From an optimization exercise on the open Yosys and OpenROAD flow, aimed at small area, a short achievable clock period and few clock cycles per item; shortcuts taken in it are not production practice. No functional check of the RTL was part of any run shown here. Power figures rest on the tool's default switching activity, not on a simulated workload.

**run.sh**
```bash
#!/bin/bash
# synth_recipe.tcl (not shown) runs the flow's synth.tcl, then flattens the netlist and writes it again
# the make line also repeats each setting of config.mk as NAME=value (left out here)
make -C /OpenROAD-flow-scripts/flow DESIGN_CONFIG=/design/flow/config.mk WORK_HOME=/design/flow/orfs CLKGATE_MAP_FILE= SYNTH_SCRIPT=/design/flow/synth_recipe.tcl finish
```
**config.mk**
```make
export PLATFORM = sky130hd
export DESIGN_NAME = div_top
export DESIGN_NICKNAME = div_top
export VERILOG_FILES = /design/flow/design.v
export SDC_FILE = /design/flow/constraint.sdc
export NUM_CORES = 4
export LEC_CHECK = 0
export CAP_MARGIN = 5
export CORE_MARGIN = 2
export CORE_UTILIZATION = 40
export CTS_CLUSTER_DIAMETER = 100
export CTS_CLUSTER_SIZE = 32
export SETUP_SLACK_MARGIN = 3.6
export SLEW_MARGIN = 5
```
**constraint.sdc**
```tcl
create_clock -name core_clock -period 7.0 [get_ports {CLK}]
set_input_delay 1.4000 -clock core_clock [delete_from_list [all_inputs] [get_ports {CLK}]]
set_output_delay 1.4000 -clock core_clock [all_outputs]
set_load 0.01 [all_outputs]
```
**design.v**
```verilog
`default_nettype none
package div_pkg;
  localparam int xlen = 32;
  typedef enum logic [1:0] {
    OP_DIV  = 2'd0,
    OP_DIVU = 2'd1,
    OP_REM  = 2'd2,
    OP_REMU = 2'd3
  } div_op_e;
endpackage
`default_nettype wire
`timescale 1ns/1ps
`default_nettype none
module div_operand_prep
(
  input  logic        CLK,
  input  logic        RST_N,
  input  logic        in_valid,
  input  logic        in_ready,
  input  logic [31:0] in_a,
  input  logic [31:0] in_b,
  input  logic [1:0]  in_op,
  input  logic        recirc,
  input  logic [31:0] recirc_data,
  output logic        slot_valid,
  output logic [1:0]  slot_rem,
  output logic [31:0] slot_dq,
  output logic [31:0] slot_divisor,
  output logic        slot_neg,
  output logic        slot_take_rem
);
  logic        is_signed;
  logic        a_neg;
  logic        b_neg;
  logic        b_zero;
  logic [31:0] a_mag;
  logic [31:0] b_mag;
  logic        neg_d;
  logic        t0;
  logic        b_small;
  logic        ge0;
  logic        r0;
  logic        a30;
  logic [1:0]  b_low;
  logic        b_hi;
  logic [1:0]  t1;
  logic        ge1;
  logic [1:0]  r1;
  always_comb begin
    is_signed = !in_op[0];
    a_neg     = is_signed & in_a[31];
    b_neg     = is_signed & in_b[31];
    b_zero    = (in_b == '0);
    a_mag = a_neg ? ('0 - in_a) : in_a;
    b_mag = b_neg ? ('0 - in_b) : in_b;
    neg_d = in_op[1] ? a_neg : ((a_neg ^ b_neg) & !b_zero);
    t0      = is_signed ? (in_a == 32'h8000_0000) : in_a[31];
    b_small = b_zero || (in_b == 32'd1) || (is_signed && (in_b == 32'hFFFF_FFFF));
    ge0     = b_small && (t0 || !in_b[0]);
    r0      = t0 & !(ge0 & in_b[0]);
    a30     = in_a[30] ^ (a_neg & (|in_a[29:0]));
    b_low   = {in_b[1] ^ (b_neg & in_b[0]), in_b[0]};
    b_hi    = b_neg ? !((&in_b[31:2]) & (|in_b[1:0])) : (|in_b[31:2]);
    t1      = {r0, a30};
    ge1     = !b_hi && (t1 >= b_low);
    r1      = ge1 ? (t1 - b_low) : t1;
  end
  always_ff @(posedge CLK) begin
    if (!RST_N) begin
      slot_valid <= 1'b0;
      slot_neg   <= 1'b0;
    end else begin
      slot_valid <= in_valid & in_ready;
      slot_neg   <= recirc | (in_valid & in_ready & neg_d);
    end
  end
  always_ff @(posedge CLK) begin
    slot_rem      <= r1;
    slot_dq       <= {a_mag[29:0], ge0, ge1};
    slot_divisor  <= recirc ? recirc_data : b_mag;
    slot_take_rem <= in_op[1];
  end
endmodule
`default_nettype wire
`timescale 1ns/1ps
`default_nettype none
module div_step_stage
#(
  parameter int J0 = 0,
  parameter int K  = 2,
  parameter int SEL = 0,
  parameter int RI = (J0 < 1) ? 1 : J0,
  parameter int RO = (SEL != 0) ? 32 : J0 + K
)
(
  input  logic          CLK,
  input  logic          RST_N,
  input  logic          prev_valid,
  input  logic [RI-1:0] prev_rem,
  input  logic [31:0]   prev_dq,
  input  logic [31:0]   prev_divisor,
  input  logic          prev_neg,
  input  logic          prev_take_rem,
  output logic          next_valid,
  output logic [RO-1:0] next_rem,
  output logic [31:0]   next_dq,
  output logic [31:0]   next_divisor,
  output logic          next_neg,
  output logic          next_take_rem
);
  logic [31:0] rem [0:K];
  logic [31:0] dq  [0:K];
  assign rem[0] = (J0 == 0) ? 32'd0 : {{(32 - RI){1'b0}}, prev_rem};
  assign dq[0]  = prev_dq;
  for (genvar i = 0; i < K; i++) begin : g_step
    localparam int W = J0 + i + 1;
    logic [W-1:0] t;
    logic [W-1:0] d;
    logic         borrow;
    logic         hi_nz;
    logic         ge;
    if (W == 1) begin : g_t1
      assign t = dq[i][31];
    end else begin : g_tn
      assign t = {rem[i][W-2:0], dq[i][31]};
    end
    if (W < 32) begin : g_hi
      assign hi_nz = |prev_divisor[31:W];
    end else begin : g_nohi
      assign hi_nz = 1'b0;
    end
    assign {borrow, d} = {1'b0, t} - {1'b0, prev_divisor[W-1:0]};
    assign ge = !hi_nz && !borrow;
    if (W < 32) begin : g_rw
      assign rem[i+1] = {{(32 - W){1'b0}}, ge ? d : t};
    end else begin : g_rf
      assign rem[i+1] = ge ? d : t;
    end
    assign dq[i+1] = {dq[i][30:0], ge};
  end
  always_ff @(posedge CLK) begin
    if (!RST_N) begin
      next_valid <= 1'b0;
      next_neg   <= 1'b0;
    end else begin
      next_valid <= prev_valid;
      next_neg   <= prev_neg;
    end
  end
  if (SEL) begin : g_sel
    always_ff @(posedge CLK) begin
      next_rem <= prev_take_rem ? rem[K] : dq[K];
    end
    assign next_dq = '0;
  end else begin : g_nosel
    always_ff @(posedge CLK) begin
      next_rem <= rem[K][RO-1:0];
      next_dq  <= dq[K];
    end
  end
  always_ff @(posedge CLK) begin
    next_divisor  <= prev_divisor;
    next_take_rem <= prev_take_rem;
  end
endmodule
`default_nettype wire
`timescale 1ns/1ps
`default_nettype none
module div_result_fixup
#(
  parameter int DEPTH = 30,
  parameter int LAPW  = 5
)
(
  input  logic        CLK,
  input  logic        RST_N,
  input  logic        r_ready,
  output logic        in_ready,
  input  logic        prev_valid,
  input  logic [31:0] prev_mag,
  input  logic [31:0] prev_divisor,
  input  logic        prev_neg,
  output logic        recirc,
  output logic [31:0] result,
  output logic        r_valid,
  output logic [31:0] r_data
);
  logic        ring;
  logic        occupied;
  logic [LAPW-1:0] lap;
  logic        prev_head;
  logic        recirc_head;
  logic        space;
  logic        deliver;
  always_comb begin
    if (!prev_valid) begin
      result = prev_divisor;
    end else begin
      result = prev_neg ? ('0 - prev_mag) : prev_mag;
    end
  end
  assign occupied    = prev_valid | prev_neg;
  assign space       = !r_valid | r_ready;
  assign prev_head   = ring & (lap == '0);
  assign deliver     = occupied & space & (!ring | prev_head);
  assign recirc      = occupied & !deliver;
  assign recirc_head = recirc & (!ring | prev_head);
  assign in_ready    = !ring & !(occupied & !space);
  always_ff @(posedge CLK) begin
    if (recirc_head) begin
      lap <= DEPTH[LAPW-1:0];
    end else if (lap != '0) begin
      lap <= lap - 1'b1;
    end
  end
  always_ff @(posedge CLK) begin
    if (!RST_N) begin
      ring <= 1'b0;
    end else if (recirc_head) begin
      ring <= 1'b1;
    end else if (deliver & prev_head) begin
      ring <= 1'b0;
    end
  end
  always_ff @(posedge CLK) begin
    if (!RST_N) begin
      r_valid <= 1'b0;
    end else if (space) begin
      r_valid <= deliver;
    end
  end
  always_ff @(posedge CLK) begin
    if (deliver) begin
      r_data <= result;
    end
  end
endmodule
`default_nettype wire
`timescale 1ns/1ps
`default_nettype none
module div_top
(
  input  logic        CLK,
  input  logic        RST_N,
  input  logic        in_valid,
  output logic        in_ready,
  input  logic [31:0] in_a,
  input  logic [31:0] in_b,
  input  logic [1:0]  in_op,
  output logic        r_valid,
  input  logic        r_ready,
  output logic [31:0] r_data
);
  logic        recirc;
  logic [31:0] result;
  logic        s0_valid;
  logic [1:0] s0_rem;
  logic [31:0] s0_dq;
  logic [31:0] s0_divisor;
  logic        s0_neg;
  logic        s0_take_rem;
  logic        s1_valid;
  logic [3:0] s1_rem;
  logic [31:0] s1_dq;
  logic [31:0] s1_divisor;
  logic        s1_neg;
  logic        s1_take_rem;
  logic        s2_valid;
  logic [5:0] s2_rem;
  logic [31:0] s2_dq;
  logic [31:0] s2_divisor;
  logic        s2_neg;
  logic        s2_take_rem;
  logic        s3_valid;
  logic [6:0] s3_rem;
  logic [31:0] s3_dq;
  logic [31:0] s3_divisor;
  logic        s3_neg;
  logic        s3_take_rem;
  logic        s4_valid;
  logic [7:0] s4_rem;
  logic [31:0] s4_dq;
  logic [31:0] s4_divisor;
  logic        s4_neg;
  logic        s4_take_rem;
  logic        s5_valid;
  logic [8:0] s5_rem;
  logic [31:0] s5_dq;
  logic [31:0] s5_divisor;
  logic        s5_neg;
  logic        s5_take_rem;
  logic        s6_valid;
  logic [9:0] s6_rem;
  logic [31:0] s6_dq;
  logic [31:0] s6_divisor;
  logic        s6_neg;
  logic        s6_take_rem;
  logic        s7_valid;
  logic [10:0] s7_rem;
  logic [31:0] s7_dq;
  logic [31:0] s7_divisor;
  logic        s7_neg;
  logic        s7_take_rem;
  logic        s8_valid;
  logic [11:0] s8_rem;
  logic [31:0] s8_dq;
  logic [31:0] s8_divisor;
  logic        s8_neg;
  logic        s8_take_rem;
  logic        s9_valid;
  logic [12:0] s9_rem;
  logic [31:0] s9_dq;
  logic [31:0] s9_divisor;
  logic        s9_neg;
  logic        s9_take_rem;
  logic        s10_valid;
  logic [13:0] s10_rem;
  logic [31:0] s10_dq;
  logic [31:0] s10_divisor;
  logic        s10_neg;
  logic        s10_take_rem;
  logic        s11_valid;
  logic [14:0] s11_rem;
  logic [31:0] s11_dq;
  logic [31:0] s11_divisor;
  logic        s11_neg;
  logic        s11_take_rem;
  logic        s12_valid;
  logic [15:0] s12_rem;
  logic [31:0] s12_dq;
  logic [31:0] s12_divisor;
  logic        s12_neg;
  logic        s12_take_rem;
  logic        s13_valid;
  logic [16:0] s13_rem;
  logic [31:0] s13_dq;
  logic [31:0] s13_divisor;
  logic        s13_neg;
  logic        s13_take_rem;
  logic        s14_valid;
  logic [17:0] s14_rem;
  logic [31:0] s14_dq;
  logic [31:0] s14_divisor;
  logic        s14_neg;
  logic        s14_take_rem;
  logic        s15_valid;
  logic [18:0] s15_rem;
  logic [31:0] s15_dq;
  logic [31:0] s15_divisor;
  logic        s15_neg;
  logic        s15_take_rem;
  logic        s16_valid;
  logic [19:0] s16_rem;
  logic [31:0] s16_dq;
  logic [31:0] s16_divisor;
  logic        s16_neg;
  logic        s16_take_rem;
  logic        s17_valid;
  logic [20:0] s17_rem;
  logic [31:0] s17_dq;
  logic [31:0] s17_divisor;
  logic        s17_neg;
  logic        s17_take_rem;
  logic        s18_valid;
  logic [21:0] s18_rem;
  logic [31:0] s18_dq;
  logic [31:0] s18_divisor;
  logic        s18_neg;
  logic        s18_take_rem;
  logic        s19_valid;
  logic [22:0] s19_rem;
  logic [31:0] s19_dq;
  logic [31:0] s19_divisor;
  logic        s19_neg;
  logic        s19_take_rem;
  logic        s20_valid;
  logic [23:0] s20_rem;
  logic [31:0] s20_dq;
  logic [31:0] s20_divisor;
  logic        s20_neg;
  logic        s20_take_rem;
  logic        s21_valid;
  logic [24:0] s21_rem;
  logic [31:0] s21_dq;
  logic [31:0] s21_divisor;
  logic        s21_neg;
  logic        s21_take_rem;
  logic        s22_valid;
  logic [25:0] s22_rem;
  logic [31:0] s22_dq;
  logic [31:0] s22_divisor;
  logic        s22_neg;
  logic        s22_take_rem;
  logic        s23_valid;
  logic [26:0] s23_rem;
  logic [31:0] s23_dq;
  logic [31:0] s23_divisor;
  logic        s23_neg;
  logic        s23_take_rem;
  logic        s24_valid;
  logic [27:0] s24_rem;
  logic [31:0] s24_dq;
  logic [31:0] s24_divisor;
  logic        s24_neg;
  logic        s24_take_rem;
  logic        s25_valid;
  logic [28:0] s25_rem;
  logic [31:0] s25_dq;
  logic [31:0] s25_divisor;
  logic        s25_neg;
  logic        s25_take_rem;
  logic        s26_valid;
  logic [29:0] s26_rem;
  logic [31:0] s26_dq;
  logic [31:0] s26_divisor;
  logic        s26_neg;
  logic        s26_take_rem;
  logic        s27_valid;
  logic [30:0] s27_rem;
  logic [31:0] s27_dq;
  logic [31:0] s27_divisor;
  logic        s27_neg;
  logic        s27_take_rem;
  logic        s28_valid;
  logic [31:0] s28_rem;
  logic [31:0] s28_dq;
  logic [31:0] s28_divisor;
  logic        s28_neg;
  logic        s28_take_rem;
  div_operand_prep u_operand_prep (
    .CLK           (CLK),
    .RST_N         (RST_N),
    .in_valid      (in_valid),
    .in_ready      (in_ready),
    .in_a          (in_a),
    .in_b          (in_b),
    .in_op         (in_op),
    .recirc        (recirc),
    .recirc_data   (result),
    .slot_valid    (s0_valid),
    .slot_rem      (s0_rem),
    .slot_dq       (s0_dq),
    .slot_divisor  (s0_divisor),
    .slot_neg      (s0_neg),
    .slot_take_rem (s0_take_rem)
  );
  div_step_stage #(.J0(2), .K(2), .SEL(0)) u_stage0 (
    .CLK           (CLK),
    .RST_N         (RST_N),
    .prev_valid    (s0_valid),
    .prev_rem      (s0_rem),
    .prev_dq       (s0_dq),
    .prev_divisor  (s0_divisor),
    .prev_neg      (s0_neg),
    .prev_take_rem (s0_take_rem),
    .next_valid    (s1_valid),
    .next_rem      (s1_rem),
    .next_dq       (s1_dq),
    .next_divisor  (s1_divisor),
    .next_neg      (s1_neg),
    .next_take_rem (s1_take_rem)
  );
  div_step_stage #(.J0(4), .K(2), .SEL(0)) u_stage1 (
    .CLK           (CLK),
    .RST_N         (RST_N),
    .prev_valid    (s1_valid),
    .prev_rem      (s1_rem),
    .prev_dq       (s1_dq),
    .prev_divisor  (s1_divisor),
    .prev_neg      (s1_neg),
    .prev_take_rem (s1_take_rem),
    .next_valid    (s2_valid),
    .next_rem      (s2_rem),
    .next_dq       (s2_dq),
    .next_divisor  (s2_divisor),
    .next_neg      (s2_neg),
    .next_take_rem (s2_take_rem)
  );
  div_step_stage #(.J0(6), .K(1), .SEL(0)) u_stage2 (
    .CLK           (CLK),
    .RST_N         (RST_N),
    .prev_valid    (s2_valid),
    .prev_rem      (s2_rem),
    .prev_dq       (s2_dq),
    .prev_divisor  (s2_divisor),
    .prev_neg      (s2_neg),
    .prev_take_rem (s2_take_rem),
    .next_valid    (s3_valid),
    .next_rem      (s3_rem),
    .next_dq       (s3_dq),
    .next_divisor  (s3_divisor),
    .next_neg      (s3_neg),
    .next_take_rem (s3_take_rem)
  );
  div_step_stage #(.J0(7), .K(1), .SEL(0)) u_stage3 (
    .CLK           (CLK),
    .RST_N         (RST_N),
    .prev_valid    (s3_valid),
    .prev_rem      (s3_rem),
    .prev_dq       (s3_dq),
    .prev_divisor  (s3_divisor),
    .prev_neg      (s3_neg),
    .prev_take_rem (s3_take_rem),
    .next_valid    (s4_valid),
    .next_rem      (s4_rem),
    .next_dq       (s4_dq),
    .next_divisor  (s4_divisor),
    .next_neg      (s4_neg),
    .next_take_rem (s4_take_rem)
  );
  div_step_stage #(.J0(8), .K(1), .SEL(0)) u_stage4 (
    .CLK           (CLK),
    .RST_N         (RST_N),
    .prev_valid    (s4_valid),
    .prev_rem      (s4_rem),
    .prev_dq       (s4_dq),
    .prev_divisor  (s4_divisor),
    .prev_neg      (s4_neg),
    .prev_take_rem (s4_take_rem),
    .next_valid    (s5_valid),
    .next_rem      (s5_rem),
    .next_dq       (s5_dq),
    .next_divisor  (s5_divisor),
    .next_neg      (s5_neg),
    .next_take_rem (s5_take_rem)
  );
  div_step_stage #(.J0(9), .K(1), .SEL(0)) u_stage5 (
    .CLK           (CLK),
    .RST_N         (RST_N),
    .prev_valid    (s5_valid),
    .prev_rem      (s5_rem),
    .prev_dq       (s5_dq),
    .prev_divisor  (s5_divisor),
    .prev_neg      (s5_neg),
    .prev_take_rem (s5_take_rem),
    .next_valid    (s6_valid),
    .next_rem      (s6_rem),
    .next_dq       (s6_dq),
    .next_divisor  (s6_divisor),
    .next_neg      (s6_neg),
    .next_take_rem (s6_take_rem)
  );
  div_step_stage #(.J0(10), .K(1), .SEL(0)) u_stage6 (
    .CLK           (CLK),
    .RST_N         (RST_N),
    .prev_valid    (s6_valid),
    .prev_rem      (s6_rem),
    .prev_dq       (s6_dq),
    .prev_divisor  (s6_divisor),
    .prev_neg      (s6_neg),
    .prev_take_rem (s6_take_rem),
    .next_valid    (s7_valid),
    .next_rem      (s7_rem),
    .next_dq       (s7_dq),
    .next_divisor  (s7_divisor),
    .next_neg      (s7_neg),
    .next_take_rem (s7_take_rem)
  );
  div_step_stage #(.J0(11), .K(1), .SEL(0)) u_stage7 (
    .CLK           (CLK),
    .RST_N         (RST_N),
    .prev_valid    (s7_valid),
    .prev_rem      (s7_rem),
    .prev_dq       (s7_dq),
    .prev_divisor  (s7_divisor),
    .prev_neg      (s7_neg),
    .prev_take_rem (s7_take_rem),
    .next_valid    (s8_valid),
    .next_rem      (s8_rem),
    .next_dq       (s8_dq),
    .next_divisor  (s8_divisor),
    .next_neg      (s8_neg),
    .next_take_rem (s8_take_rem)
  );
  div_step_stage #(.J0(12), .K(1), .SEL(0)) u_stage8 (
    .CLK           (CLK),
    .RST_N         (RST_N),
    .prev_valid    (s8_valid),
    .prev_rem      (s8_rem),
    .prev_dq       (s8_dq),
    .prev_divisor  (s8_divisor),
    .prev_neg      (s8_neg),
    .prev_take_rem (s8_take_rem),
    .next_valid    (s9_valid),
    .next_rem      (s9_rem),
    .next_dq       (s9_dq),
    .next_divisor  (s9_divisor),
    .next_neg      (s9_neg),
    .next_take_rem (s9_take_rem)
  );
  div_step_stage #(.J0(13), .K(1), .SEL(0)) u_stage9 (
    .CLK           (CLK),
    .RST_N         (RST_N),
    .prev_valid    (s9_valid),
    .prev_rem      (s9_rem),
    .prev_dq       (s9_dq),
    .prev_divisor  (s9_divisor),
    .prev_neg      (s9_neg),
    .prev_take_rem (s9_take_rem),
    .next_valid    (s10_valid),
    .next_rem      (s10_rem),
    .next_dq       (s10_dq),
    .next_divisor  (s10_divisor),
    .next_neg      (s10_neg),
    .next_take_rem (s10_take_rem)
  );
  div_step_stage #(.J0(14), .K(1), .SEL(0)) u_stage10 (
    .CLK           (CLK),
    .RST_N         (RST_N),
    .prev_valid    (s10_valid),
    .prev_rem      (s10_rem),
    .prev_dq       (s10_dq),
    .prev_divisor  (s10_divisor),
    .prev_neg      (s10_neg),
    .prev_take_rem (s10_take_rem),
    .next_valid    (s11_valid),
    .next_rem      (s11_rem),
    .next_dq       (s11_dq),
    .next_divisor  (s11_divisor),
    .next_neg      (s11_neg),
    .next_take_rem (s11_take_rem)
  );
  div_step_stage #(.J0(15), .K(1), .SEL(0)) u_stage11 (
    .CLK           (CLK),
    .RST_N         (RST_N),
    .prev_valid    (s11_valid),
    .prev_rem      (s11_rem),
    .prev_dq       (s11_dq),
    .prev_divisor  (s11_divisor),
    .prev_neg      (s11_neg),
    .prev_take_rem (s11_take_rem),
    .next_valid    (s12_valid),
    .next_rem      (s12_rem),
    .next_dq       (s12_dq),
    .next_divisor  (s12_divisor),
    .next_neg      (s12_neg),
    .next_take_rem (s12_take_rem)
  );
  div_step_stage #(.J0(16), .K(1), .SEL(0)) u_stage12 (
    .CLK           (CLK),
    .RST_N         (RST_N),
    .prev_valid    (s12_valid),
    .prev_rem      (s12_rem),
    .prev_dq       (s12_dq),
    .prev_divisor  (s12_divisor),
    .prev_neg      (s12_neg),
    .prev_take_rem (s12_take_rem),
    .next_valid    (s13_valid),
    .next_rem      (s13_rem),
    .next_dq       (s13_dq),
    .next_divisor  (s13_divisor),
    .next_neg      (s13_neg),
    .next_take_rem (s13_take_rem)
  );
  div_step_stage #(.J0(17), .K(1), .SEL(0)) u_stage13 (
    .CLK           (CLK),
    .RST_N         (RST_N),
    .prev_valid    (s13_valid),
    .prev_rem      (s13_rem),
    .prev_dq       (s13_dq),
    .prev_divisor  (s13_divisor),
    .prev_neg      (s13_neg),
    .prev_take_rem (s13_take_rem),
    .next_valid    (s14_valid),
    .next_rem      (s14_rem),
    .next_dq       (s14_dq),
    .next_divisor  (s14_divisor),
    .next_neg      (s14_neg),
    .next_take_rem (s14_take_rem)
  );
  div_step_stage #(.J0(18), .K(1), .SEL(0)) u_stage14 (
    .CLK           (CLK),
    .RST_N         (RST_N),
    .prev_valid    (s14_valid),
    .prev_rem      (s14_rem),
    .prev_dq       (s14_dq),
    .prev_divisor  (s14_divisor),
    .prev_neg      (s14_neg),
    .prev_take_rem (s14_take_rem),
    .next_valid    (s15_valid),
    .next_rem      (s15_rem),
    .next_dq       (s15_dq),
    .next_divisor  (s15_divisor),
    .next_neg      (s15_neg),
    .next_take_rem (s15_take_rem)
  );
  div_step_stage #(.J0(19), .K(1), .SEL(0)) u_stage15 (
    .CLK           (CLK),
    .RST_N         (RST_N),
    .prev_valid    (s15_valid),
    .prev_rem      (s15_rem),
    .prev_dq       (s15_dq),
    .prev_divisor  (s15_divisor),
    .prev_neg      (s15_neg),
    .prev_take_rem (s15_take_rem),
    .next_valid    (s16_valid),
    .next_rem      (s16_rem),
    .next_dq       (s16_dq),
    .next_divisor  (s16_divisor),
    .next_neg      (s16_neg),
    .next_take_rem (s16_take_rem)
  );
  div_step_stage #(.J0(20), .K(1), .SEL(0)) u_stage16 (
    .CLK           (CLK),
    .RST_N         (RST_N),
    .prev_valid    (s16_valid),
    .prev_rem      (s16_rem),
    .prev_dq       (s16_dq),
    .prev_divisor  (s16_divisor),
    .prev_neg      (s16_neg),
    .prev_take_rem (s16_take_rem),
    .next_valid    (s17_valid),
    .next_rem      (s17_rem),
    .next_dq       (s17_dq),
    .next_divisor  (s17_divisor),
    .next_neg      (s17_neg),
    .next_take_rem (s17_take_rem)
  );
  div_step_stage #(.J0(21), .K(1), .SEL(0)) u_stage17 (
    .CLK           (CLK),
    .RST_N         (RST_N),
    .prev_valid    (s17_valid),
    .prev_rem      (s17_rem),
    .prev_dq       (s17_dq),
    .prev_divisor  (s17_divisor),
    .prev_neg      (s17_neg),
    .prev_take_rem (s17_take_rem),
    .next_valid    (s18_valid),
    .next_rem      (s18_rem),
    .next_dq       (s18_dq),
    .next_divisor  (s18_divisor),
    .next_neg      (s18_neg),
    .next_take_rem (s18_take_rem)
  );
  div_step_stage #(.J0(22), .K(1), .SEL(0)) u_stage18 (
    .CLK           (CLK),
    .RST_N         (RST_N),
    .prev_valid    (s18_valid),
    .prev_rem      (s18_rem),
    .prev_dq       (s18_dq),
    .prev_divisor  (s18_divisor),
    .prev_neg      (s18_neg),
    .prev_take_rem (s18_take_rem),
    .next_valid    (s19_valid),
    .next_rem      (s19_rem),
    .next_dq       (s19_dq),
    .next_divisor  (s19_divisor),
    .next_neg      (s19_neg),
    .next_take_rem (s19_take_rem)
  );
  div_step_stage #(.J0(23), .K(1), .SEL(0)) u_stage19 (
    .CLK           (CLK),
    .RST_N         (RST_N),
    .prev_valid    (s19_valid),
    .prev_rem      (s19_rem),
    .prev_dq       (s19_dq),
    .prev_divisor  (s19_divisor),
    .prev_neg      (s19_neg),
    .prev_take_rem (s19_take_rem),
    .next_valid    (s20_valid),
    .next_rem      (s20_rem),
    .next_dq       (s20_dq),
    .next_divisor  (s20_divisor),
    .next_neg      (s20_neg),
    .next_take_rem (s20_take_rem)
  );
  div_step_stage #(.J0(24), .K(1), .SEL(0)) u_stage20 (
    .CLK           (CLK),
    .RST_N         (RST_N),
    .prev_valid    (s20_valid),
    .prev_rem      (s20_rem),
    .prev_dq       (s20_dq),
    .prev_divisor  (s20_divisor),
    .prev_neg      (s20_neg),
    .prev_take_rem (s20_take_rem),
    .next_valid    (s21_valid),
    .next_rem      (s21_rem),
    .next_dq       (s21_dq),
    .next_divisor  (s21_divisor),
    .next_neg      (s21_neg),
    .next_take_rem (s21_take_rem)
  );
  div_step_stage #(.J0(25), .K(1), .SEL(0)) u_stage21 (
    .CLK           (CLK),
    .RST_N         (RST_N),
    .prev_valid    (s21_valid),
    .prev_rem      (s21_rem),
    .prev_dq       (s21_dq),
    .prev_divisor  (s21_divisor),
    .prev_neg      (s21_neg),
    .prev_take_rem (s21_take_rem),
    .next_valid    (s22_valid),
    .next_rem      (s22_rem),
    .next_dq       (s22_dq),
    .next_divisor  (s22_divisor),
    .next_neg      (s22_neg),
    .next_take_rem (s22_take_rem)
  );
  div_step_stage #(.J0(26), .K(1), .SEL(0)) u_stage22 (
    .CLK           (CLK),
    .RST_N         (RST_N),
    .prev_valid    (s22_valid),
    .prev_rem      (s22_rem),
    .prev_dq       (s22_dq),
    .prev_divisor  (s22_divisor),
    .prev_neg      (s22_neg),
    .prev_take_rem (s22_take_rem),
    .next_valid    (s23_valid),
    .next_rem      (s23_rem),
    .next_dq       (s23_dq),
    .next_divisor  (s23_divisor),
    .next_neg      (s23_neg),
    .next_take_rem (s23_take_rem)
  );
  div_step_stage #(.J0(27), .K(1), .SEL(0)) u_stage23 (
    .CLK           (CLK),
    .RST_N         (RST_N),
    .prev_valid    (s23_valid),
    .prev_rem      (s23_rem),
    .prev_dq       (s23_dq),
    .prev_divisor  (s23_divisor),
    .prev_neg      (s23_neg),
    .prev_take_rem (s23_take_rem),
    .next_valid    (s24_valid),
    .next_rem      (s24_rem),
    .next_dq       (s24_dq),
    .next_divisor  (s24_divisor),
    .next_neg      (s24_neg),
    .next_take_rem (s24_take_rem)
  );
  div_step_stage #(.J0(28), .K(1), .SEL(0)) u_stage24 (
    .CLK           (CLK),
    .RST_N         (RST_N),
    .prev_valid    (s24_valid),
    .prev_rem      (s24_rem),
    .prev_dq       (s24_dq),
    .prev_divisor  (s24_divisor),
    .prev_neg      (s24_neg),
    .prev_take_rem (s24_take_rem),
    .next_valid    (s25_valid),
    .next_rem      (s25_rem),
    .next_dq       (s25_dq),
    .next_divisor  (s25_divisor),
    .next_neg      (s25_neg),
    .next_take_rem (s25_take_rem)
  );
  div_step_stage #(.J0(29), .K(1), .SEL(0)) u_stage25 (
    .CLK           (CLK),
    .RST_N         (RST_N),
    .prev_valid    (s25_valid),
    .prev_rem      (s25_rem),
    .prev_dq       (s25_dq),
    .prev_divisor  (s25_divisor),
    .prev_neg      (s25_neg),
    .prev_take_rem (s25_take_rem),
    .next_valid    (s26_valid),
    .next_rem      (s26_rem),
    .next_dq       (s26_dq),
    .next_divisor  (s26_divisor),
    .next_neg      (s26_neg),
    .next_take_rem (s26_take_rem)
  );
  div_step_stage #(.J0(30), .K(1), .SEL(0)) u_stage26 (
    .CLK           (CLK),
    .RST_N         (RST_N),
    .prev_valid    (s26_valid),
    .prev_rem      (s26_rem),
    .prev_dq       (s26_dq),
    .prev_divisor  (s26_divisor),
    .prev_neg      (s26_neg),
    .prev_take_rem (s26_take_rem),
    .next_valid    (s27_valid),
    .next_rem      (s27_rem),
    .next_dq       (s27_dq),
    .next_divisor  (s27_divisor),
    .next_neg      (s27_neg),
    .next_take_rem (s27_take_rem)
  );
  div_step_stage #(.J0(31), .K(1), .SEL(1)) u_stage27 (
    .CLK           (CLK),
    .RST_N         (RST_N),
    .prev_valid    (s27_valid),
    .prev_rem      (s27_rem),
    .prev_dq       (s27_dq),
    .prev_divisor  (s27_divisor),
    .prev_neg      (s27_neg),
    .prev_take_rem (s27_take_rem),
    .next_valid    (s28_valid),
    .next_rem      (s28_rem),
    .next_dq       (s28_dq),
    .next_divisor  (s28_divisor),
    .next_neg      (s28_neg),
    .next_take_rem (s28_take_rem)
  );
  div_result_fixup #(.DEPTH(28), .LAPW(5)) u_result_fixup (
    .CLK           (CLK),
    .RST_N         (RST_N),
    .r_ready       (r_ready),
    .in_ready      (in_ready),
    .prev_valid    (s28_valid),
    .prev_mag      (s28_rem),
    .prev_divisor  (s28_divisor),
    .prev_neg      (s28_neg),
    .recirc        (recirc),
    .result        (result),
    .r_valid       (r_valid),
    .r_data        (r_data)
  );
endmodule
`default_nettype wire
```
==> results of run 1 <==
[path summary, 6_finish.rpt]
path	slack, ps	end	depth (start not counted)
hold reg to reg	310	u_stage4.next_dq[27]	0
setup / recovery	2720	u_operand_prep.slot_rem[0]	11
hold / removal	310	u_stage4.next_dq[27]	0
setup reg to reg	3340	u_stage25.next_rem[20]	17
[cells by family after synthesis]
logic type	count (synthesis)
DFF	2468
muxes	292
AOI/OAI and AO/OA	1515
buffers and inverters	802
xor gates and xnor gates	478
and+or+nand+nor	1534
adders and majority gates	564
[Yosys cell counts (7+ instances only)]
| library cell | number |
|---|---|
| edfxtp_1 | 32 |
| nor3_1 | 88 |
| nor4_1 | 85 |
| o21bai_1 | 29 |
| clkbuf_1 | 91 |
| o211ai_1 | 19 |
| or3_1 | 33 |
| nand2b_1 | 94 |
| a21oi_1 | 410 |
| nor2b_1 | 108 |
| nand4_1 | 39 |
| a21o_1 | 177 |
| a31o_2 | 17 |
| or4_1 | 28 |
| a31oi_1 | 38 |
| a211oi_1 | 38 |
| buf_2 | 25 |
| a41oi_1 | 14 |
| and2_1 | 74 |
| xor2_1 | 185 |
| and3_1 | 42 |
| o21ai_1 | 9 |
| a211o_1 | 8 |
| nor2_1 | 396 |
| mux2i_1 | 48 |
| inv_1 | 678 |
| nand2_1 | 425 |
| nor3b_1 | 7 |
| dfxtp_1 | 2436 |
| a21boi_0 | 37 |
| o41ai_1 | 19 |
| o21ai_0 | 452 |
| nand3_1 | 70 |
| mux2_2 | 243 |
| ha_1 | 533 |
| fa_1 | 31 |
| o31a_1 | 11 |
| o2111ai_1 | 17 |
| o21a_1 | 73 |
| xnor2_1 | 293 |
| o31ai_1 | 67 |
| or2_2 | 16 |
[worst max-delay path, delay by kind of cell]
family                     cells  cell delay [ps]
adders and majority gates      2              610
muxes                          1              110
buffers and inverters          1              430
AOI/OAI and AO/OA              2              520
xor gates and xnor gates       1              180
and+or+nand+nor                4             1700
[metrics by stage]
step / util [%] / total power [uW] / instance area [um2] / std cells / setup WS [ps]
finish: 45.61 / 30930 / 95680 / 10770 / 2720
global route: 45.60 / 32780 / 95670 / 10760 / 2663
CTS: 44.56 / 30680 / 93480 / 10680 / 2570
detailed placement: 42.36 / 23300 / 88860 / 10470 / 1058
global placement: 42.36 / 23130 / 88860 / 10470 / 1077
floorplan: - / 21650 / 84560 / 7653 / 2581
[repair_timing]
item,CTS,global route
cloned,20,14
setup buffers,57,74
endpoints found under the setup margin,416,468
hold buffers,0,0
resized for setup,250,366
pin swaps,70,165
[final cells by class]
class	count	share of cell area [%]
timing repair inverter	3	0.04577
antenna	4	0.01046
clock buffer	103	2.527
sequential	2468	52.04
multi-input combinational	4387	35.29
timing repair buffer	288	3.210
clock inverter	29	0.5100
tap	2805	3.668
inverter	680	2.699
[per-layer routing]
metal	GRT usage [%]	share of wire (%)
met1	19.23	46
met2	26.24	48
met3	2.562	4.3
met4	4.358	2.5
met5	0.5348	0.10
[power groups by stage]
stage / clock (uW) / sequential, uW / combinational, uW
final: 6970 / 16300 / 7670
after global routing: 7750 / 16500 / 8570
after CTS: 7270 / 16300 / 7110
after detailed placement: 0 / 16600 / 6690
after global placement: 0 / 16600 / 6510
after floorplan: 0 / 16200 / 5440
==> flow_metrics.env, run 1 <==
export IMPL_area_growth_pct=13.32
export IMPL_dr_pass1_iters=5
export IMPL_dieHeight_um=463.4
export IMPL_vias=52100
export IMPL_required_ps=7680
export IMPL_pwr_share_seq_pct=52.7
export IMPL_min_path_type="reg2reg"
export IMPL_grt_pass1_wl_um=266600
export IMPL_synth_compound_gate_area_share_pct=11.22
export IMPL_synth_seq_area_share_pct=58.89
export IMPL_synth_warnings=86
export IMPL_power_switching_uw=9247
export IMPL_period_needed_ps=4280
export IMPL_place_congestion=0.8488
export IMPL_combPwrFrac_pct=24.8
export IMPL_cap_violations=0
export IMPL_peakVddDrop_uv=220.9
export IMPL_multi_input_area_um2=33760
export IMPL_routed_wl_um=170900
export IMPL_cpMostUsedCell="or4_4"
export IMPL_die_w_um=463.4
export IMPL_yosysUniqueCellTypes=94
export IMPL_ff_latch_area_um2=49790
export IMPL_synthSimpleGateAreaFrac_pct=8.847
export IMPL_fin_crit_sh_pct=61.14
export IMPL_slew_headroom_pct=17.52
export IMPL_grt_max_degree=65
export IMPL_async_reset_ff_share_pct=0
export IMPL_synth_top_family_by_area="compound AO/OA/AOI/OAI gates"
export IMPL_worstMarginPinSlew_ps=1237
export IMPL_remaining_drc_errors=0
export IMPL_nets=8556
export IMPL_vias_per_cell=4.839
export IMPL_synth_area_leader_cell="dfxtp_1"
export IMPL_initial_core_util_pct=40.25
export IMPL_synthFlopType="dfxtp_1"
export IMPL_synth_area_um2=84430
export IMPL_drive_gt1_share_pct=11.80
export IMPL_cp_start_kind="input pin"
export IMPL_antenna_found_initial=6
export IMPL_cp_startpoint="in_a[22]"
export IMPL_cp_slowest_cell="or4_4"
export IMPL_synth_seq_cells=2468
export IMPL_hold_viol_final=0
export IMPL_setup_viol=0
export IMPL_die_area_um2=214800
export IMPL_hpwl_um=122800
export IMPL_cts_max_level=3
export IMPL_clock_skew_ps=50.91
export IMPL_drt_first_iter_violations=2856
export IMPL_ios=104
export IMPL_synth_area_leaders="dfxtp_1 58%, ha_1 7.9%, mux2_2 3.2%"
export IMPL_layout_commonest_cell="dfxtp_1"
export IMPL_path_cells="clkdlybuf4s50_1 > or4_4 > or3_4 > or2_2 > or4_4 > o31ai_4 > xor2_2 > ha_2 > fa_2 > a22o_4 > mux2i_1"
export IMPL_cp_end_kind="register"
export IMPL_p_sw_share_pct=29.90
export IMPL_criticalPathCategory="in2reg"
export IMPL_fillCellCount=19400
export IMPL_p_per_area_nw_per_um2=323.3
export IMPL_hp_start="u_stage3.next_dq[26]"
export IMPL_port_buffers=103
export IMPL_cts_sinks=2468
export IMPL_slowest_delay_ps=560
export IMPL_cts_tree="yes"
export IMPL_synth_top_area_share_pct=57.76
export IMPL_rr_startpoint="u_stage24.next_dq[31]"
export IMPL_final_antenna_net_count=0
export IMPL_most_common_layout_cells="2398 x dfxtp_1, 668 x inv_1, 507 x ha_1"
export IMPL_outcome="no timing/DRC/antenna violations"
export IMPL_drv_slew=0
export IMPL_insertion_delay_ps=790
export IMPL_clk_path_buf_depth=3
export IMPL_synth_cells=7653
export IMPL_synth_xor_area_share_pct=4.958
export IMPL_internal_power_uw=21680
export IMPL_fin_setup_tns_ps=0
export IMPL_arrival_ps=4960
export IMPL_cts_buffers=94
export IMPL_grt_pass1_vias=51410
export IMPL_ctsRootBufferMaster="clkbuf_16"
export IMPL_rsz0062_at_grt="true"
export IMPL_synth_edf_count=32
export IMPL_max_freq_mhz=233.7
export IMPL_cts_clk_slew_worst_paths_ps=110
export IMPL_holdWs_ps=307.2
export IMPL_core_area_um2=209800
export IMPL_syn_nets=8287
export IMPL_synthAdderAreaFrac_pct=8.633
export IMPL_groute_usage_overall_pct=15.14
export IMPL_overflow=0
export IMPL_p_leak_uw=0.04167
export IMPL_crit_fanout=3
export IMPL_synthMuxAreaShare_pct=3.828
export IMPL_syn_area_per_cell_um2=11.03
export IMPL_routedWlPerCell_um=15.87
export IMPL_p_clk_share_pct=22.5
export IMPL_rows=168
==> inputs of run 2 (changes only) <==
--- a/config.mk
+++ b/config.mk
@@ -11,4 +11,4 @@
 export CTS_CLUSTER_DIAMETER = 100
 export CTS_CLUSTER_SIZE = 32
-export SETUP_SLACK_MARGIN = 3.6
+export SETUP_SLACK_MARGIN = 3.7
 export SLEW_MARGIN = 5
==> flow_metrics.env, run 2 <==
export IMPL_min_path_type="reg2reg"
export IMPL_arrival_ps=4870
export IMPL_outcome="no timing/DRC/antenna violations"
export IMPL_vias=52370
export IMPL_ctsRootBufferMaster="clkbuf_16"
export IMPL_synth_area_leaders="dfxtp_1 58%, ha_1 7.9%, mux2_2 3.2%"
export IMPL_fin_setup_tns_ps=0
export IMPL_rsz0062_at_grt="true"
export IMPL_vias_per_cell=4.845
export IMPL_dieHeight_um=463.4
export IMPL_max_freq_mhz=238.6
export IMPL_most_common_layout_cells="2384 x dfxtp_1, 661 x inv_1, 499 x ha_1"
export IMPL_synthFlopType="dfxtp_1"
export IMPL_cts_buffers=94
export IMPL_ys_top_cells_by_count="2436 x dfxtp_1, 678 x inv_1, 533 x ha_1, 452 x o21ai_0, 425 x nand2_1"
export IMPL_cts_clk_slew_worst_paths_ps=110
export IMPL_layout_commonest_cell="dfxtp_1"
export IMPL_die_w_um=463.4
export IMPL_cp_start_kind="input pin"
export IMPL_hold_viol_final=0
export IMPL_synth_top_area_share_pct=57.76
export IMPL_grt_max_degree=65
export IMPL_cap_violations=0
export IMPL_die_area_um2=214800
export IMPL_criticalPathCategory="in2reg"
export IMPL_synth_area_um2=84430
export IMPL_insertion_delay_ps=790
export IMPL_slew_headroom_pct=29.44
export IMPL_drt_first_iter_violations=2891
export IMPL_pwr_share_seq_pct=51.9
export IMPL_p_per_area_nw_per_um2=327.2
export IMPL_fin_crit_sh_pct=59.86
export IMPL_drv_slew=0
export IMPL_synth_seq_area_share_pct=58.89
export IMPL_clk_path_buf_depth=3
export IMPL_fin_util_pct=46.20
export IMPL_setup_viol=0
export IMPL_grt_pass1_wl_um=271800
export IMPL_synth_cells=7653
export IMPL_overflow=0
export IMPL_antenna_found_initial=3
export IMPL_p_clk_share_pct=22.0
export IMPL_core_area_um2=209800
export IMPL_routedWlPerCell_um=16.19
export IMPL_synth_most_common_cell="dfxtp_1"
export IMPL_internal_power_uw=22010
export IMPL_peakVddDrop_uv=240.0
export IMPL_initial_core_util_pct=40.25
export IMPL_port_buffers=103
export IMPL_period_needed_ps=4190
export IMPL_clock_skew_ps=67.62
export IMPL_grt_pass1_vias=51330
export IMPL_combPwrFrac_pct=26.1
export IMPL_synth_area_leader_cell="dfxtp_1"
export IMPL_syn_area_per_cell_um2=11.03
export IMPL_required_ps=7680
export IMPL_cts_sinks=2468
export IMPL_drive_gt1_share_pct=13.62
export IMPL_hpwl_um=123800
export IMPL_yosysUniqueCellTypes=94
export IMPL_crit_fanout=3
export IMPL_area_growth_pct=14.80
export IMPL_groute_usage_overall_pct=15.52
export IMPL_final_antenna_net_count=0
export IMPL_p_sw_share_pct=30.60
export IMPL_rows=168
export IMPL_cts_max_level=3
export IMPL_place_congestion=0.8533
export IMPL_cts_tree="yes"
export IMPL_dr_pass1_iters=5
export IMPL_p_leak_uw=0.04215
export IMPL_synth_warnings=86
export IMPL_synth_seq_cells=2468
export IMPL_nets=8604
export IMPL_cp_end_kind="register"
export IMPL_routed_wl_um=175000
export IMPL_async_reset_ff_share_pct=0
export IMPL_syn_nets=8287
export IMPL_synth_edf_count=32
export IMPL_remaining_drc_errors=0
export IMPL_power_switching_uw=9704
export IMPL_worstMarginPinSlew_ps=1050
export IMPL_ios=104
-- run 2: worst max-delay path, stage by stage --
cell and delay, ps:
buf_6 90, or4_4 530, or3_4 400, nor4_4 210, nand2_1 110, buf_6 150
or4_4 550, nor4_4 390, o21ai_2 100, a21o_1 200, fa_2 340, a22o_4 240
mux2i_1 120
-- run 2: path summary, 6_finish.rpt --
path | start | depth (start not counted) | to | slack, ps
max | in_a[7] | 13 | u_operand_prep.slot_rem[0] | 2810
min | u_operand_prep.slot_dq[17] | 0 | u_stage0.next_dq[19] | 310
max reg2reg | u_stage24.next_dq[31] | 16 | u_stage25.next_rem[27] | 3490
min reg2reg | u_operand_prep.slot_dq[17] | 0 | u_stage0.next_dq[19] | 310
-- run 2: cells by family after synthesis --
kind of cell	after synthesis	synth area share, %
compound gates	1515	11.22
xor+xnor	478	4.958
fa+ha+maj	564	8.633
buf+inv	802	3.617
flops	2468	58.89
mux	292	3.828
simple gates	1534	8.847
-- run 2: layer usage --
layer | vias to the layer above | wire length, um | GRT usage (%)
li1 | 26450 | - | -
met1 | 24800 | 80240 | 20.28
met2 | 818 | 83180 | 26.60
met3 | 295 | 6088 | 1.843
met4 | 2 | 5449 | 5.083
met5 | - | 12 | 0
-- run 2: timing repair --
action | in CTS | in global routing
buffers inserted | 93 | 72
gates resized for setup | 366 | 464
gates cloned | 29 | 19
hold buffers | 0 | 0
setup endpoints to repair | 447 | 493
pin swaps | 120 | 174
-- run 2: layout make-up --
class | instances | area [um2]
fillers | 19190 | 112900
clock buffers | 102 | 2444
clock inverters | 27 | 520.5
diodes | 1 | 2.502
multi-input cells | 4388 | 34260
flip-flops and latches | 2468 | 49810
inverters | 680 | 2589
repair buffers | 335 | 3756
well taps | 2805 | 3510
repair inverters | 3 | 36.28
-- run 2: stage by stage --
stage	total power, uW	cells	worst slack, ps	area (um2)	hold WS [ps]
floorplan	21660	7653	2581	84590	309.6
global placement	23290	10470	1222	88880	309.7
detailed placement	23460	10470	1251	88880	312.1
CTS	31050	10720	2654	94410	304.1
global route	33510	10810	2796	96930	309.7
finish	31710	10810	2810	96930	306.0
-- run 2: power groups by stage --
stage          Clock [uW]  Combinational, uW  Sequential (uW)
6_report             6990               8270            16500
5_1_grt              7760               9150            16600
4_1_cts              7280               7370            16400
3_5_place_dp            0               6760            16700
3_3_place_gp            0               6590            16700
2_1_floorplan           0               5450            16200
==> inputs of run 3 (changes only) <==
--- a/design.v
+++ b/design.v
@@ -24,5 +24,5 @@
   input  logic [31:0] recirc_data,
   output logic        slot_valid,
-  output logic [1:0]  slot_rem,
+  output logic [0:0]  slot_rem,
   output logic [31:0] slot_dq,
   output logic [31:0] slot_divisor,
@@ -40,11 +40,4 @@
   logic        b_small;
   logic        ge0;
-  logic        r0;
-  logic        a30;
-  logic [1:0]  b_low;
-  logic        b_hi;
-  logic [1:0]  t1;
-  logic        ge1;
-  logic [1:0]  r1;
   always_comb begin
     is_signed = !in_op[0];
@@ -58,11 +51,4 @@
     b_small = b_zero || (in_b == 32'd1) || (is_signed && (in_b == 32'hFFFF_FFFF));
     ge0     = b_small && (t0 || !in_b[0]);
-    r0      = t0 & !(ge0 & in_b[0]);
-    a30     = in_a[30] ^ (a_neg & (|in_a[29:0]));
-    b_low   = {in_b[1] ^ (b_neg & in_b[0]), in_b[0]};
-    b_hi    = b_neg ? !((&in_b[31:2]) & (|in_b[1:0])) : (|in_b[31:2]);
-    t1      = {r0, a30};
-    ge1     = !b_hi && (t1 >= b_low);
-    r1      = ge1 ? (t1 - b_low) : t1;
   end
   always_ff @(posedge CLK) begin
@@ -76,6 +62,6 @@
   end
   always_ff @(posedge CLK) begin
-    slot_rem      <= r1;
-    slot_dq       <= {a_mag[29:0], ge0, ge1};
+    slot_rem      <= t0 & !(ge0 & in_b[0]);
+    slot_dq       <= {a_mag[30:0], ge0};
     slot_divisor  <= recirc ? recirc_data : b_mag;
     slot_take_rem <= in_op[1];
@@ -255,5 +241,5 @@
   logic [31:0] result;
   logic        s0_valid;
-  logic [1:0] s0_rem;
+  logic [0:0] s0_rem;
   logic [31:0] s0_dq;
   logic [31:0] s0_divisor;
@@ -261,5 +247,5 @@
   logic        s0_take_rem;
   logic        s1_valid;
-  logic [3:0] s1_rem;
+  logic [2:0] s1_rem;
   logic [31:0] s1_dq;
   logic [31:0] s1_divisor;
@@ -267,5 +253,5 @@
   logic        s1_take_rem;
   logic        s2_valid;
-  logic [5:0] s2_rem;
+  logic [4:0] s2_rem;
   logic [31:0] s2_dq;
   logic [31:0] s2_divisor;
@@ -279,5 +265,5 @@
   logic        s3_take_rem;
   logic        s4_valid;
-  logic [7:0] s4_rem;
+  logic [8:0] s4_rem;
   logic [31:0] s4_dq;
   logic [31:0] s4_divisor;
@@ -285,5 +271,5 @@
   logic        s4_take_rem;
   logic        s5_valid;
-  logic [8:0] s5_rem;
+  logic [9:0] s5_rem;
   logic [31:0] s5_dq;
   logic [31:0] s5_divisor;
@@ -291,5 +277,5 @@
   logic        s5_take_rem;
   logic        s6_valid;
-  logic [9:0] s6_rem;
+  logic [10:0] s6_rem;
   logic [31:0] s6_dq;
   logic [31:0] s6_divisor;
@@ -297,5 +283,5 @@
   logic        s6_take_rem;
   logic        s7_valid;
-  logic [10:0] s7_rem;
+  logic [11:0] s7_rem;
   logic [31:0] s7_dq;
   logic [31:0] s7_divisor;
@@ -303,5 +289,5 @@
   logic        s7_take_rem;
   logic        s8_valid;
-  logic [11:0] s8_rem;
+  logic [12:0] s8_rem;
   logic [31:0] s8_dq;
   logic [31:0] s8_divisor;
@@ -309,5 +295,5 @@
   logic        s8_take_rem;
   logic        s9_valid;
-  logic [12:0] s9_rem;
+  logic [13:0] s9_rem;
   logic [31:0] s9_dq;
   logic [31:0] s9_divisor;
@@ -315,5 +301,5 @@
   logic        s9_take_rem;
   logic        s10_valid;
-  logic [13:0] s10_rem;
+  logic [14:0] s10_rem;
   logic [31:0] s10_dq;
   logic [31:0] s10_divisor;
@@ -321,5 +307,5 @@
   logic        s10_take_rem;
   logic        s11_valid;
-  logic [14:0] s11_rem;
+  logic [15:0] s11_rem;
   logic [31:0] s11_dq;
   logic [31:0] s11_divisor;
@@ -327,5 +313,5 @@
   logic        s11_take_rem;
   logic        s12_valid;
-  logic [15:0] s12_rem;
+  logic [16:0] s12_rem;
   logic [31:0] s12_dq;
   logic [31:0] s12_divisor;
@@ -333,5 +319,5 @@
   logic        s12_take_rem;
   logic        s13_valid;
-  logic [16:0] s13_rem;
+  logic [17:0] s13_rem;
   logic [31:0] s13_dq;
   logic [31:0] s13_divisor;
@@ -339,5 +325,5 @@
   logic        s13_take_rem;
   logic        s14_valid;
-  logic [17:0] s14_rem;
+  logic [18:0] s14_rem;
   logic [31:0] s14_dq;
   logic [31:0] s14_divisor;
@@ -345,5 +331,5 @@
   logic        s14_take_rem;
   logic        s15_valid;
-  logic [18:0] s15_rem;
+  logic [19:0] s15_rem;
   logic [31:0] s15_dq;
   logic [31:0] s15_divisor;
@@ -351,5 +337,5 @@
   logic        s15_take_rem;
   logic        s16_valid;
-  logic [19:0] s16_rem;
+  logic [20:0] s16_rem;
   logic [31:0] s16_dq;
   logic [31:0] s16_divisor;
@@ -357,5 +343,5 @@
   logic        s16_take_rem;
   logic        s17_valid;
-  logic [20:0] s17_rem;
+  logic [21:0] s17_rem;
   logic [31:0] s17_dq;
   logic [31:0] s17_divisor;
@@ -363,5 +349,5 @@
   logic        s17_take_rem;
   logic        s18_valid;
-  logic [21:0] s18_rem;
+  logic [22:0] s18_rem;
   logic [31:0] s18_dq;
   logic [31:0] s18_divisor;
@@ -369,5 +355,5 @@
   logic        s18_take_rem;
   logic        s19_valid;
-  logic [22:0] s19_rem;
+  logic [23:0] s19_rem;
   logic [31:0] s19_dq;
   logic [31:0] s19_divisor;
@@ -375,5 +361,5 @@
   logic        s19_take_rem;
   logic        s20_valid;
-  logic [23:0] s20_rem;
+  logic [24:0] s20_rem;
   logic [31:0] s20_dq;
   logic [31:0] s20_divisor;
@@ -381,5 +367,5 @@
   logic        s20_take_rem;
   logic        s21_valid;
-  logic [24:0] s21_rem;
+  logic [25:0] s21_rem;
   logic [31:0] s21_dq;
   logic [31:0] s21_divisor;
@@ -387,5 +373,5 @@
   logic        s21_take_rem;
   logic        s22_valid;
-  logic [25:0] s22_rem;
+  logic [26:0] s22_rem;
   logic [31:0] s22_dq;
   logic [31:0] s22_divisor;
@@ -393,5 +379,5 @@
   logic        s22_take_rem;
   logic        s23_valid;
-  logic [26:0] s23_rem;
+  logic [27:0] s23_rem;
   logic [31:0] s23_dq;
   logic [31:0] s23_divisor;
@@ -399,5 +385,5 @@
   logic        s23_take_rem;
   logic        s24_valid;
-  logic [27:0] s24_rem;
+  logic [28:0] s24_rem;
   logic [31:0] s24_dq;
   logic [31:0] s24_divisor;
@@ -405,5 +391,5 @@
   logic        s24_take_rem;
   logic        s25_valid;
-  logic [28:0] s25_rem;
+  logic [29:0] s25_rem;
   logic [31:0] s25_dq;
   logic [31:0] s25_divisor;
@@ -411,5 +397,5 @@
   logic        s25_take_rem;
   logic        s26_valid;
-  logic [29:0] s26_rem;
+  logic [30:0] s26_rem;
   logic [31:0] s26_dq;
   logic [31:0] s26_divisor;
@@ -417,15 +403,9 @@
   logic        s26_take_rem;
   logic        s27_valid;
-  logic [30:0] s27_rem;
+  logic [31:0] s27_rem;
   logic [31:0] s27_dq;
   logic [31:0] s27_divisor;
   logic        s27_neg;
   logic        s27_take_rem;
-  logic        s28_valid;
-  logic [31:0] s28_rem;
-  logic [31:0] s28_dq;
-  logic [31:0] s28_divisor;
-  logic        s28_neg;
-  logic        s28_take_rem;
   div_operand_prep u_operand_prep (
     .CLK           (CLK),
@@ -445,5 +425,5 @@
     .slot_take_rem (s0_take_rem)
   );
-  div_step_stage #(.J0(2), .K(2), .SEL(0)) u_stage0 (
+  div_step_stage #(.J0(1), .K(2), .SEL(0)) u_stage0 (
     .CLK           (CLK),
     .RST_N         (RST_N),
@@ -461,5 +441,5 @@
     .next_take_rem (s1_take_rem)
   );
-  div_step_stage #(.J0(4), .K(2), .SEL(0)) u_stage1 (
+  div_step_stage #(.J0(3), .K(2), .SEL(0)) u_stage1 (
     .CLK           (CLK),
     .RST_N         (RST_N),
@@ -477,5 +457,5 @@
     .next_take_rem (s2_take_rem)
   );
-  div_step_stage #(.J0(6), .K(1), .SEL(0)) u_stage2 (
+  div_step_stage #(.J0(5), .K(2), .SEL(0)) u_stage2 (
     .CLK           (CLK),
     .RST_N         (RST_N),
@@ -493,5 +473,5 @@
     .next_take_rem (s3_take_rem)
   );
-  div_step_stage #(.J0(7), .K(1), .SEL(0)) u_stage3 (
+  div_step_stage #(.J0(7), .K(2), .SEL(0)) u_stage3 (
     .CLK           (CLK),
     .RST_N         (RST_N),
@@ -509,5 +489,5 @@
     .next_take_rem (s4_take_rem)
   );
-  div_step_stage #(.J0(8), .K(1), .SEL(0)) u_stage4 (
+  div_step_stage #(.J0(9), .K(1), .SEL(0)) u_stage4 (
     .CLK           (CLK),
     .RST_N         (RST_N),
@@ -525,5 +505,5 @@
     .next_take_rem (s5_take_rem)
   );
-  div_step_stage #(.J0(9), .K(1), .SEL(0)) u_stage5 (
+  div_step_stage #(.J0(10), .K(1), .SEL(0)) u_stage5 (
     .CLK           (CLK),
     .RST_N         (RST_N),
@@ -541,5 +521,5 @@
     .next_take_rem (s6_take_rem)
   );
-  div_step_stage #(.J0(10), .K(1), .SEL(0)) u_stage6 (
+  div_step_stage #(.J0(11), .K(1), .SEL(0)) u_stage6 (
     .CLK           (CLK),
     .RST_N         (RST_N),
@@ -557,5 +537,5 @@
     .next_take_rem (s7_take_rem)
   );
-  div_step_stage #(.J0(11), .K(1), .SEL(0)) u_stage7 (
+  div_step_stage #(.J0(12), .K(1), .SEL(0)) u_stage7 (
     .CLK           (CLK),
     .RST_N         (RST_N),
@@ -573,5 +553,5 @@
     .next_take_rem (s8_take_rem)
   );
-  div_step_stage #(.J0(12), .K(1), .SEL(0)) u_stage8 (
+  div_step_stage #(.J0(13), .K(1), .SEL(0)) u_stage8 (
     .CLK           (CLK),
     .RST_N         (RST_N),
@@ -589,5 +569,5 @@
     .next_take_rem (s9_take_rem)
   );
-  div_step_stage #(.J0(13), .K(1), .SEL(0)) u_stage9 (
+  div_step_stage #(.J0(14), .K(1), .SEL(0)) u_stage9 (
     .CLK           (CLK),
     .RST_N         (RST_N),
@@ -605,5 +585,5 @@
     .next_take_rem (s10_take_rem)
   );
-  div_step_stage #(.J0(14), .K(1), .SEL(0)) u_stage10 (
+  div_step_stage #(.J0(15), .K(1), .SEL(0)) u_stage10 (
     .CLK           (CLK),
     .RST_N         (RST_N),
@@ -621,5 +601,5 @@
     .next_take_rem (s11_take_rem)
   );
-  div_step_stage #(.J0(15), .K(1), .SEL(0)) u_stage11 (
+  div_step_stage #(.J0(16), .K(1), .SEL(0)) u_stage11 (
     .CLK           (CLK),
     .RST_N         (RST_N),
@@ -637,5 +617,5 @@
     .next_take_rem (s12_take_rem)
   );
-  div_step_stage #(.J0(16), .K(1), .SEL(0)) u_stage12 (
+  div_step_stage #(.J0(17), .K(1), .SEL(0)) u_stage12 (
     .CLK           (CLK),
     .RST_N         (RST_N),
@@ -653,5 +633,5 @@
     .next_take_rem (s13_take_rem)
   );
-  div_step_stage #(.J0(17), .K(1), .SEL(0)) u_stage13 (
+  div_step_stage #(.J0(18), .K(1), .SEL(0)) u_stage13 (
     .CLK           (CLK),
     .RST_N         (RST_N),
@@ -669,5 +649,5 @@
     .next_take_rem (s14_take_rem)
   );
-  div_step_stage #(.J0(18), .K(1), .SEL(0)) u_stage14 (
+  div_step_stage #(.J0(19), .K(1), .SEL(0)) u_stage14 (
     .CLK           (CLK),
     .RST_N         (RST_N),
@@ -685,5 +665,5 @@
     .next_take_rem (s15_take_rem)
   );
-  div_step_stage #(.J0(19), .K(1), .SEL(0)) u_stage15 (
+  div_step_stage #(.J0(20), .K(1), .SEL(0)) u_stage15 (
     .CLK           (CLK),
     .RST_N         (RST_N),
@@ -701,5 +681,5 @@
     .next_take_rem (s16_take_rem)
   );
-  div_step_stage #(.J0(20), .K(1), .SEL(0)) u_stage16 (
+  div_step_stage #(.J0(21), .K(1), .SEL(0)) u_stage16 (
     .CLK           (CLK),
     .RST_N         (RST_N),
@@ -717,5 +697,5 @@
     .next_take_rem (s17_take_rem)
   );
-  div_step_stage #(.J0(21), .K(1), .SEL(0)) u_stage17 (
+  div_step_stage #(.J0(22), .K(1), .SEL(0)) u_stage17 (
     .CLK           (CLK),
     .RST_N         (RST_N),
@@ -733,5 +713,5 @@
     .next_take_rem (s18_take_rem)
   );
-  div_step_stage #(.J0(22), .K(1), .SEL(0)) u_stage18 (
+  div_step_stage #(.J0(23), .K(1), .SEL(0)) u_stage18 (
     .CLK           (CLK),
     .RST_N         (RST_N),
@@ -749,5 +729,5 @@
     .next_take_rem (s19_take_rem)
   );
-  div_step_stage #(.J0(23), .K(1), .SEL(0)) u_stage19 (
+  div_step_stage #(.J0(24), .K(1), .SEL(0)) u_stage19 (
     .CLK           (CLK),
     .RST_N         (RST_N),
@@ -765,5 +745,5 @@
     .next_take_rem (s20_take_rem)
   );
-  div_step_stage #(.J0(24), .K(1), .SEL(0)) u_stage20 (
+  div_step_stage #(.J0(25), .K(1), .SEL(0)) u_stage20 (
     .CLK           (CLK),
     .RST_N         (RST_N),
@@ -781,5 +761,5 @@
     .next_take_rem (s21_take_rem)
   );
-  div_step_stage #(.J0(25), .K(1), .SEL(0)) u_stage21 (
+  div_step_stage #(.J0(26), .K(1), .SEL(0)) u_stage21 (
     .CLK           (CLK),
     .RST_N         (RST_N),
@@ -797,5 +777,5 @@
     .next_take_rem (s22_take_rem)
   );
-  div_step_stage #(.J0(26), .K(1), .SEL(0)) u_stage22 (
+  div_step_stage #(.J0(27), .K(1), .SEL(0)) u_stage22 (
     .CLK           (CLK),
     .RST_N         (RST_N),
@@ -813,5 +793,5 @@
     .next_take_rem (s23_take_rem)
   );
-  div_step_stage #(.J0(27), .K(1), .SEL(0)) u_stage23 (
+  div_step_stage #(.J0(28), .K(1), .SEL(0)) u_stage23 (
     .CLK           (CLK),
     .RST_N         (RST_N),
@@ -829,5 +809,5 @@
     .next_take_rem (s24_take_rem)
   );
-  div_step_stage #(.J0(28), .K(1), .SEL(0)) u_stage24 (
+  div_step_stage #(.J0(29), .K(1), .SEL(0)) u_stage24 (
     .CLK           (CLK),
     .RST_N         (RST_N),
@@ -845,5 +825,5 @@
     .next_take_rem (s25_take_rem)
   );
-  div_step_stage #(.J0(29), .K(1), .SEL(0)) u_stage25 (
+  div_step_stage #(.J0(30), .K(1), .SEL(0)) u_stage25 (
     .CLK           (CLK),
     .RST_N         (RST_N),
@@ -861,5 +841,5 @@
     .next_take_rem (s26_take_rem)
   );
-  div_step_stage #(.J0(30), .K(1), .SEL(0)) u_stage26 (
+  div_step_stage #(.J0(31), .K(1), .SEL(1)) u_stage26 (
     .CLK           (CLK),
     .RST_N         (RST_N),
@@ -877,29 +857,13 @@
     .next_take_rem (s27_take_rem)
   );
-  div_step_stage #(.J0(31), .K(1), .SEL(1)) u_stage27 (
+  div_result_fixup #(.DEPTH(27), .LAPW(5)) u_result_fixup (
     .CLK           (CLK),
     .RST_N         (RST_N),
+    .r_ready       (r_ready),
+    .in_ready      (in_ready),
     .prev_valid    (s27_valid),
-    .prev_rem      (s27_rem),
-    .prev_dq       (s27_dq),
+    .prev_mag      (s27_rem),
     .prev_divisor  (s27_divisor),
     .prev_neg      (s27_neg),
-    .prev_take_rem (s27_take_rem),
-    .next_valid    (s28_valid),
-    .next_rem      (s28_rem),
-    .next_dq       (s28_dq),
-    .next_divisor  (s28_divisor),
-    .next_neg      (s28_neg),
-    .next_take_rem (s28_take_rem)
-  );
-  div_result_fixup #(.DEPTH(28), .LAPW(5)) u_result_fixup (
-    .CLK           (CLK),
-    .RST_N         (RST_N),
-    .r_ready       (r_ready),
-    .in_ready      (in_ready),
-    .prev_valid    (s28_valid),
-    .prev_mag      (s28_rem),
-    .prev_divisor  (s28_divisor),
-    .prev_neg      (s28_neg),
     .recirc        (recirc),
     .result        (result),
--- a/config.mk
+++ b/config.mk
@@ -11,4 +11,4 @@
 export CTS_CLUSTER_DIAMETER = 100
 export CTS_CLUSTER_SIZE = 32
-export SETUP_SLACK_MARGIN = 3.7
+export SETUP_SLACK_MARGIN = 3.6
 export SLEW_MARGIN = 5
==> flow_metrics.env, run 3 <==
export IMPL_synth_area_um2=83250
export IMPL_cap_violations=0
export IMPL_cts_sinks=2390
export IMPL_clock_skew_ps=50.26
export IMPL_fin_setup_tns_ps=0
export IMPL_r2r_cells=23
export IMPL_hpwl_um=125000
export IMPL_clk_path_buf_depth=3
export IMPL_fin_crit_sh_pct=62.42
export IMPL_grt_max_degree=64
export IMPL_regToRegSetupSlack_ps=2630
export IMPL_synth_cells=7559
export IMPL_setup_viol=0
export IMPL_synth_seq_area_share_pct=57.86
export IMPL_ios=104
export IMPL_cp_startpoint="u_stage2.next_dq[31]"
export IMPL_drv_slew=0
export IMPL_fin_area_um2=93970
export IMPL_cts_clk_slew_worst_paths_ps=120
export IMPL_peakVddDrop_uv=185.6
export IMPL_ctsRootBufferMaster="clkbuf_16"
export IMPL_min_path_type="reg2reg"
export IMPL_p_leak_uw=0.04090
export IMPL_r2r_end="u_stage3.next_rem[2]"
export IMPL_antenna_found_initial=11
export IMPL_place_congestion=0.8794
export IMPL_grt_pass1_vias=50920
export IMPL_cp_end_kind="register"
export IMPL_die_area_um2=211800
export IMPL_drt_first_iter_violations=2672
export IMPL_ys_top_cells_by_count="2358 x dfxtp_1, 693 x inv_1, 532 x ha_1, 412 x nand2_1, 405 x a21oi_1"
export IMPL_synth_warnings=83
export IMPL_grt_pass1_wl_um=266400
export IMPL_routed_wl_um=170400
export IMPL_area_growth_pct=12.88
export IMPL_most_common_layout_cells="2329 x dfxtp_1, 681 x inv_1, 512 x ha_1"
export IMPL_overflow=0
export IMPL_insertion_delay_ps=780
export IMPL_synth_seq_cells=2390
export IMPL_max_freq_mhz=228.9
export IMPL_dpl_instance_area_um2=87730
export IMPL_dieHeight_um=460.2
export IMPL_vias=51210
export IMPL_routedWlPerCell_um=15.99
export IMPL_syn_area_per_cell_um2=11.01
export IMPL_cpMostUsedCell="a21oi_2"
export IMPL_outcome="no timing/DRC/antenna violations"
export IMPL_slowest_delay_ps=350
export IMPL_fin_ws_ps=2631
run 3: cell count changes after synthesis, sizes merged, moves of 13 or more:
cell,change
a31oi,+16
clkbuf,-25
dfxtp,-78
inv,+13
mux2,+50
nand2,-13
nand2b,-15
nor2b,-23
nor3,+26
o21a,+15
o21ai,-69
o21bai,+17
run 3: stage by stage:
step / std cells / hold WS [ps] / total power (uW)
floorplan: 7559 / 309.5 / 21200
global placement: 10370 / 309.7 / 22720
CTS: 10560 / 276.1 / 29710
global route: 10660 / 281.1 / 31760
detailed placement: 10370 / 312.0 / 22890
finish: 10660 / 286.7 / 29990
run 3: worst min-delay path by stage:
| stage | startpoint | to | slack (ps) | depth (start not counted) |
|---|---|---|---|---|
| detailed placement | u_stage0.next_dq[29] | u_stage1.next_dq[31] | 310 | 0 |
| CTS | u_operand_prep.slot_dq[12] | u_stage0.next_dq[14] | 280 | 0 |
| floorplan | u_stage0.next_dq[29] | u_stage1.next_dq[31] | 310 | 0 |
| finish | u_operand_prep.slot_dq[12] | u_stage0.next_dq[14] | 290 | 0 |
| global route | u_operand_prep.slot_dq[12] | u_stage0.next_dq[14] | 280 | 0 |
| global placement | u_stage4.next_dq[9] | u_stage5.next_dq[10] | 310 | 0 |
run 3: repair_timing:
item | 4_1_cts | 5_1_grt
gates resized for setup | 187 | 269
buffers inserted | 73 | 74
gates cloned | 8 | 18
pin swaps | 62 | 102
setup endpoints to repair | 419 | 442
run 3: logic make-up (layout without fill, tap and decap cells):
logic type / count (synthesis) / in the layout / share of synthesized area (%)
buffers and inverters: 802 / 1107 / 3.711
XOR/XNOR: 462 / 462 / 4.860
flip-flops: 2390 / 2390 / 57.86
AO/OA/AOI/OAI: 1470 / 1472 / 11.26
other: 0 / 2 / 0
adder cells (fa/ha/maj): 563 / 563 / 8.741
multiplexers: 346 / 346 / 4.674
AND/OR/NAND/NOR: 1526 / 1526 / 8.899
run 3: layer usage:
| layer | track usage [%] | share of wire, % |
|---|---|---|
| met3 | 2.122 | 3.1 |
| met5 | 0 | 0.068 |
| met1 | 19.86 | 46 |
| met4 | 3.952 | 2.5 |
| met2 | 27.01 | 48 |
run 3: report_power, final:
part | leakage [uW] | internal [uW] | switching (uW)
Sequential | 0.0200 | 14900 | 833
Combinational | 0.0197 | 3660 | 4100
Clock | 0.00123 | 2440 | 4010
run 3: critical path, delay by kind of cell (launching register included):
kind / cells / cell delay (ps)
DFF: 1 / 340
adders and majority gates: 3 / 760
muxes: 2 / 640
AOI/OAI and AO/OA: 14 / 2180
buffers and inverters: 3 / 290
and+or+nand+nor: 1 / 60
run 3: layout make-up:
cell class | count | area, um2 | share of cell area [%]
repair buffers | 299 | 3251 | 3.459
clock inverters | 19 | 307.8 | 0.3275
inverters | 693 | 2601 | 2.768
multi-input cells | 4369 | 33870 | 36.05
clock buffers | 96 | 2231 | 2.374
flip-flops and latches | 2390 | 48210 | 51.31
well taps | 2788 | 3488 | 3.712
diodes | 2 | 5.005 | 0.005326

-- separate check: timing with driven ports --
The flow's constraints put no driver on any port. The routed layouts listed below were extracted and timed again, unchanged, in two steps.
Step 1 assumes that a clkbuf_16 drives the clock port and a buf_2 every other input.
Step 2 times the ports against the registers' clock, not the clock port: input delays grow and output delays shrink by t, the midpoint of the rising clock arrivals with the driver on.
a / b / c = ideal / step 1 / step 2; a / b = the first two.
run	t, ns	setup WS [ns]	latest minus earliest clock arrival (ns)
run 1	0.847	2.720 / 2.776 / 1.930	0.081 / 0.081
run 2	0.850	2.810 / 2.859 / 2.009	0.088 / 0.088
run 3	0.821	2.631 / 2.631 / 2.631	0.083 / 0.083
After both steps every run listed still meets setup and hold. The setup slack of run 2, which loses most, moves by +0.049 ns with the drivers and by -0.801 ns with both steps.
